What follows belongs to an exercise in optimizing a design on an open flow for small area, a short achievable clock period and few clock cycles per item; a production flow would make more cautious choices.
At most, simulation tests tie the RTL to the original design; equivalence was not proved.

== old ==
## euclidean_integer_divider_top
module euclidean_integer_divider_top #(
   parameter int KS = 2       
) (
   input  wire logic              clock,
   input  wire logic              reset,
   input  wire logic              req_valid,
   output logic                   req_ready,
   input  edv_pkg::req_type       req_data,
   output logic                   rsp_valid,
   input  wire logic              rsp_ready,
   output edv_pkg::rsp_type       rsp_data
);
Size in the first run: ~2300 cells after synthesis, ~200 flip-flops, roughly 100 I/O pins.
Settings: LEC_CHECK=0, CAP_MARGIN=20, CORE_MARGIN=2, CORE_UTILIZATION=40, PLACE_DENSITY=0.7, SETUP_SLACK_MARGIN=2.2, SLEW_MARGIN=20; clock period 5.0 ns.
standard.sh (not shown) runs the stock make flow with config.mk's settings and CLKGATE_MAP_FILE= SYNTH_SCRIPT=/design/flow/synth_recipe.tcl, a recipe that flattens the netlist after the stock synthesis.
==> flow/flow/run.sh <==
#!/bin/bash
# The standard layout (standard.sh), run in three parts, with these
# changes to how the layout is made:
# - synthesis does not extract full/half adders into sky130 fa/ha cells
#   before ABC (ADDER_MAP_FILE empty), so the carry-save and prefix logic
#   maps as gates;
# - ABC maps with flow/abc_speed.script (structural choices, then delay-
#   oriented mapping) instead of ORFS's, from a copy of ORFS's scripts folder
#   that differs only in that file;
# - during placement only, the delay cells (clkdlybuf4s*, dlygate*, dlymetal*)
#   are also don't-use, so the port buffers that placement inserts on every
#   input and output are plain buffers rather than delay cells.
# Registers, names and all other steps are the standard flow's. Each part's
# make output goes to its own log here; ORFS's per-step logs stay under
# orfs/logs.
set -euo pipefail
rm -rf scripts
cp -r "$FLOW_HOME/scripts" scripts
cp flow/abc_speed.script scripts/abc_speed.script
common=(SCRIPTS_DIR="$PWD/scripts" ADDER_MAP_FILE=)
bash standard.sh "${common[@]}" synth floorplan > flow_synth_floorplan.log 2>&1
du=$(make -s -C "$FLOW_HOME" DESIGN_CONFIG="$PWD/config.mk" WORK_HOME="$PWD/orfs" print-DONT_USE_CELLS | sed -n 's/^DONT_USE_CELLS: //p')
dly="sky130_fd_sc_hd__clkdlybuf4s15_1 sky130_fd_sc_hd__clkdlybuf4s15_2 sky130_fd_sc_hd__clkdlybuf4s18_1 sky130_fd_sc_hd__clkdlybuf4s18_2 sky130_fd_sc_hd__clkdlybuf4s25_1 sky130_fd_sc_hd__clkdlybuf4s25_2 sky130_fd_sc_hd__clkdlybuf4s50_1 sky130_fd_sc_hd__clkdlybuf4s50_2 sky130_fd_sc_hd__dlygate4sd1_1 sky130_fd_sc_hd__dlygate4sd2_1 sky130_fd_sc_hd__dlygate4sd3_1 sky130_fd_sc_hd__dlymetal6s2s_1 sky130_fd_sc_hd__dlymetal6s4s_1 sky130_fd_sc_hd__dlymetal6s6s_1"
bash standard.sh "${common[@]}" DONT_USE_CELLS="$du $dly" place > flow_place.log 2>&1
bash standard.sh "${common[@]}" finish > flow_finish.log 2>&1
==> flow/flow/abc_speed.script <==
strash
dch -f
map
topo
buffer -c
upsize -c
dnsize -c
old: full flow OK, the timing, design-rule and antenna checks passed
Testbench counts of old, summed over its fixed seeds: cycles 37,387, items 3,600.
Here is what was changed in the inputs of new compared with old.
diff --git a/flow/config.mk b/flow/config.mk
--- a/flow/config.mk
+++ b/flow/config.mk
@@ -10,4 +10,4 @@
 export CORE_UTILIZATION = 40
-export PLACE_DENSITY = 0.7
-export SETUP_SLACK_MARGIN = 2.2
+export PLACE_DENSITY = 0.6
+export SETUP_SLACK_MARGIN = 2.0
 export SLEW_MARGIN = 20
- Reported for old and new, number of instances in the synthesized netlist turned out identical to the last digit.
- Fmax deteriorates in new relative to old.
- Register-to-register slack, old and new: smaller value in new
- new completed; timing, DRC and antenna clean
- From old to new the numbers moved as follows: final setup slack of the worst path went down by 0.083 ns, worst hold slack climbed 0.011 ns, number of instances resized during post-cts repair shrank by 23, register fraction of the total cell area has increased.

========
Setup of the previous run:
euclidean_integer_divider_top again, from the RTL that the note above started with.
==> flow/config.mk <==
export PLATFORM = sky130hd
export DESIGN_NAME = euclidean_integer_divider_top
export DESIGN_NICKNAME = euclidean_integer_divider_top
export VERILOG_FILES = /design/flow/design.v
export SDC_FILE = /design/flow/constraint.sdc
export NUM_CORES = 4
export LEC_CHECK = 0
export CAP_MARGIN = 20
export CORE_MARGIN = 2
export CORE_UTILIZATION = 40
export PLACE_DENSITY = 0.6
export SETUP_SLACK_MARGIN = 2.2
export SLEW_MARGIN = 20
==> flow/constraint.sdc <==
create_clock -name core_clock -period 5.0 [get_ports {clock}]
set_input_delay 1.0000 -clock core_clock [delete_from_list [all_inputs] [get_ports {clock}]]
set_output_delay 1.0000 -clock core_clock [all_outputs]
set_load 0.01 [all_outputs]
==> flow/flow/abc_speed.script <==
strash
dch -f
map -a
topo
buffer -c
upsize -c
dnsize -c
Scripts as last shown in full above: flow/flow/run.sh
In summary, the previous run completed successfully, with a layout that passed the timing, design-rule and antenna checks.
Testbench counts of the previous run, summed over its fixed seeds: cycles 37,387, items 3,600.
## Diff of input files: the current run against the previous run
Settings: changing PLACE_DENSITY from 0.6 to 0.55.
--- a/flow/flow/abc_speed.script
+++ b/flow/flow/abc_speed.script
@@ -3 +3 @@
-map -a
+map
==> comparison <==
- Cmp the current run vs the previous run: maximum frequency higher in the current run
- Number of buffers other than clock buffers in the final layout was higher in the run labelled the previous run.
- Number of logic inverters in the finished layout, the previous run and the current run: lower on the current run
- The area of the mapped netlist of the current run exceeds that of the previous run by 4.6%.

========
Setup of run Z:
Another version of the RTL of euclidean_integer_divider_top (not shown whole).
For scale: ~2400 cells after synthesis, about 16000 µm² of cells after synthesis.
export LEC_CHECK = 0
export CAP_MARGIN = 20
export CORE_MARGIN = 2
export CORE_UTILIZATION = 40
export PLACE_DENSITY = 0.6
export SETUP_SLACK_MARGIN = 2.5
export SLEW_MARGIN = 20
create_clock -name core_clock -period 5.0 [get_ports {clock}]
==> flow/flow/run.sh <==
#!/bin/bash
# The standard layout (standard.sh) with two synthesis changes:
# - no extraction of full/half adders into sky130 fa/ha cells before ABC
#   (ADDER_MAP_FILE empty), so the carry-save and prefix logic maps as gates;
# - ABC maps with flow/abc_speed.script (structural choices, then delay-
#   oriented mapping) instead of ORFS's. It runs from a copy of ORFS's scripts
#   folder that differs only in that file.
# Registers, names and all later steps are the standard flow's. The whole make
# output goes to flow.log here; ORFS's per-step logs stay under orfs/logs.
set -euo pipefail
rm -rf scripts
cp -r "$FLOW_HOME/scripts" scripts
cp flow/abc_speed.script scripts/abc_speed.script
bash standard.sh SCRIPTS_DIR="$PWD/scripts" ADDER_MAP_FILE= finish > flow.log 2>&1
==> flow/flow/abc_speed.script <==
strash
dch -f
map
topo
buffer -c
upsize -c
dnsize -c
Run Z went all the way through synthesis, placement and routing and the layout is clean on timing, DRC and antenna.
Testbench counts of run Z, summed over its fixed seeds: cycles 37,141, items 3,600.
Changes in run Y relative to run Z:
==> flow/flow/run.sh <==
#!/bin/bash
# The standard layout (standard.sh), run in three parts, with these
# changes to how the layout is made:
# - synthesis does not extract full/half adders into sky130 fa/ha cells
#   before ABC (ADDER_MAP_FILE empty), so the carry-save and prefix logic
#   maps as gates;
# - ABC maps with flow/abc_speed.script (structural choices, then delay-
#   oriented mapping) instead of ORFS's, from a copy of ORFS's scripts folder
#   that differs only in that file;
# - during placement only, the delay cells (clkdlybuf4s*, dlygate*, dlymetal*)
#   are also don't-use, so the port buffers that placement inserts on every
#   input and output are plain buffers rather than delay cells.
# Registers, names and all other steps are the standard flow's. Each part's
# make output goes to its own log here; ORFS's per-step logs stay under
# orfs/logs.
set -euo pipefail
rm -rf scripts
cp -r "$FLOW_HOME/scripts" scripts
cp flow/abc_speed.script scripts/abc_speed.script
common=(SCRIPTS_DIR="$PWD/scripts" ADDER_MAP_FILE=)
bash standard.sh "${common[@]}" synth floorplan > flow_synth_floorplan.log 2>&1
du=$(make -s -C "$FLOW_HOME" DESIGN_CONFIG="$PWD/config.mk" WORK_HOME="$PWD/orfs" print-DONT_USE_CELLS | sed -n 's/^DONT_USE_CELLS: //p')
dly="sky130_fd_sc_hd__clkdlybuf4s15_1 sky130_fd_sc_hd__clkdlybuf4s15_2 sky130_fd_sc_hd__clkdlybuf4s18_1 sky130_fd_sc_hd__clkdlybuf4s18_2 sky130_fd_sc_hd__clkdlybuf4s25_1 sky130_fd_sc_hd__clkdlybuf4s25_2 sky130_fd_sc_hd__clkdlybuf4s50_1 sky130_fd_sc_hd__clkdlybuf4s50_2 sky130_fd_sc_hd__dlygate4sd1_1 sky130_fd_sc_hd__dlygate4sd2_1 sky130_fd_sc_hd__dlygate4sd3_1 sky130_fd_sc_hd__dlymetal6s2s_1 sky130_fd_sc_hd__dlymetal6s4s_1 sky130_fd_sc_hd__dlymetal6s6s_1"
bash standard.sh "${common[@]}" DONT_USE_CELLS="$du $dly" place > flow_place.log 2>&1
bash standard.sh "${common[@]}" finish > flow_finish.log 2>&1
-- flow/config.mk --
<<< run Z, line 12
export SETUP_SLACK_MARGIN = 2.5
>>> run Y, line 12
export SETUP_SLACK_MARGIN = 2.0
--- outcome ---
Run Z vs run Y, standard cell with the maximum stage delay on the critical path: dfxtp_1 vs a221oi_1. Comparing run Z and run Y, the lower maximum frequency is on run Y. On layout-stage area growth over the synthesis result, the lower figure sits with run Y, not run Z. From run Z to run Y, die area did not move at all. Run Z → run Y: final area went down; transition at the pin with the smallest max-transition slack went up. Run Y ran to completion and came out clean on the timing, design-rule and antenna checks. Run Y ends up with higher post-layout minimum cycle time than run Z does. Run Z ended up with met5 as its top layer reached by signal wires; run Y ended up with met4.

========
== main ==
euclidean_integer_divider_top, a different RTL version from the one above (not shown whole).
Size in the first run: ~2,800 cells after synthesis, roughly 220 flip-flops, roughly 100 I/O pins, about 18,000 um^2 of cells after synthesis.
## euclidean_integer_divider_top
module euclidean_integer_divider_top #(
   parameter int KS = 3       
) (
   input  wire logic              clock,
   input  wire logic              reset,
   input  wire logic              req_valid,
   output logic                   req_ready,
   input  edv_pkg::req_type       req_data,
   output logic                   rsp_valid,
   input  wire logic              rsp_ready,
   output edv_pkg::rsp_type       rsp_data
);
export LEC_CHECK = 0
export CAP_MARGIN = 20
export CORE_MARGIN = 2
export CORE_UTILIZATION = 40
export PLACE_DENSITY = 0.6
export SLEW_MARGIN = 20
create_clock -name core_clock -period 5.0 [get_ports {clock}]
==> flow/flow/run.sh <==
#!/bin/bash
# The standard layout (standard.sh) with two synthesis changes:
# - no extraction of full/half adders into sky130 fa/ha cells before ABC
#   (ADDER_MAP_FILE empty), so the carry-save and prefix logic maps as gates;
# - ABC maps with flow/abc_speed.script (structural choices, then delay-
#   oriented mapping) instead of ORFS's. It runs from a copy of ORFS's scripts
#   folder that differs only in that file.
# Registers, names and all later steps are the standard flow's. The whole make
# output goes to flow.log here; ORFS's per-step logs stay under orfs/logs.
set -euo pipefail
rm -rf scripts
cp -r "$FLOW_HOME/scripts" scripts
cp flow/abc_speed.script scripts/abc_speed.script
bash standard.sh SCRIPTS_DIR="$PWD/scripts" ADDER_MAP_FILE= finish > flow.log 2>&1
==> flow/flow/abc_speed.script <==
strash
dch -f
map {D}
topo
buffer -c
upsize -c {D}
dnsize -c {D}
What the feature branch does differently from main at the input level:
==> flow/flow/run.sh <==
#!/bin/bash
# The standard layout (standard.sh), unchanged except that synthesis does
# not extract full/half adders into sky130 fa/ha cells before ABC maps the
# logic (ADDER_MAP_FILE empty), so the divider's carry-save and prefix logic
# is mapped by ABC as plain gates. Registers, names and all later steps are
# the standard flow's. The whole make output goes to flow.log here; ORFS's
# per-step logs stay under orfs/logs.
set -euo pipefail
bash standard.sh ADDER_MAP_FILE= finish > flow.log 2>&1
removed: flow/flow/abc_speed.script
==> comparison <==
Compared to main, the feature branch has final antenna diode count 1 higher.
Last element of the critical path = ws_q[20]$_DFF_P_: main; last element of the critical path = qp_q[3]$_DFF_P_: the feature branch
Looking at fraction of area in multi-input gates across main and the feature branch, the one that comes out lower is main.
Comparing main and the feature branch, the lower met3 capacity usage during global routing is on main.
Re overall routing resource usage: the feature branch is 2.2 points down on main.
Compared with main, the feature branch shows count of clock-buffer cells in the layout that has gone down by a few percent.
Diff main -> the feature branch | synthesized cell count | down by more than 10%
Design area | the feature branch below main
Compared with main, the feature branch shows average detailed-routed wire length per instance higher by 1.8 um.
No run of this note included a check of the RTL's function; only the layout flow was run.

[what the ideal ports hide]
The flow's constraints put no driver on any port. The routed layouts listed below were extracted and timed again, unchanged, in two steps. Step 1, drivers: a clkbuf_16 drives clock and a buf_2 each remaining input, both assumed. Step 2, shift: input delay + t, output delay - t, t = (earliest + latest rising clock arrival at the registers) / 2. This alone moves slack from input paths to output paths. Three values: no drivers, after step 1, after step 2; two values: the first two.
| run | t (ns) | setup slack, ns | hold slack, ns | worst setup path after step 2 | worst data-port slew with drivers (ns) |
|---|---|---|---|---|---|
| old | 0.510 | 2.243 / 2.209 / 1.877 | 0.428 / 0.428 / 0.428 | input to register | 0.08 |
| new | 0.500 | 2.160 / 2.143 / 1.693 | 0.439 / 0.439 / 0.439 | input to register | 0.10 |
| the previous run | 0.510 | 1.868 / 1.868 / 1.788 | 0.420 / 0.420 / 0.420 | input to register | 0.07 |
| the current run | 0.503 | 2.216 / 2.200 / 1.924 | 0.411 / 0.411 / 0.411 | input to register | 0.11 |
| run Z | 0.512 | 2.150 / 2.063 / 1.552 | 0.447 / 0.447 / 0.447 | input to register | 0.29 |
| run Y | 0.516 | 2.103 / 2.095 / 1.647 | 0.438 / 0.438 / 0.438 | input to register | 0.04 |
| main | 0.603 | 0.376 / 0.404 / -0.198 | 0.459 / 0.459 / 0.459 | input to register | 0.05 |
| the feature branch | 0.599 | 0.312 / 0.312 / -0.150 | 0.509 / 0.509 / 0.509 | input to register | 0.08 |
Met with ideal ports but missed after step 2: setup timing in main and the feature branch. For run Z, which loses most, drivers alone change the setup slack by -0.087 ns; drivers and shift together by -0.598 ns.
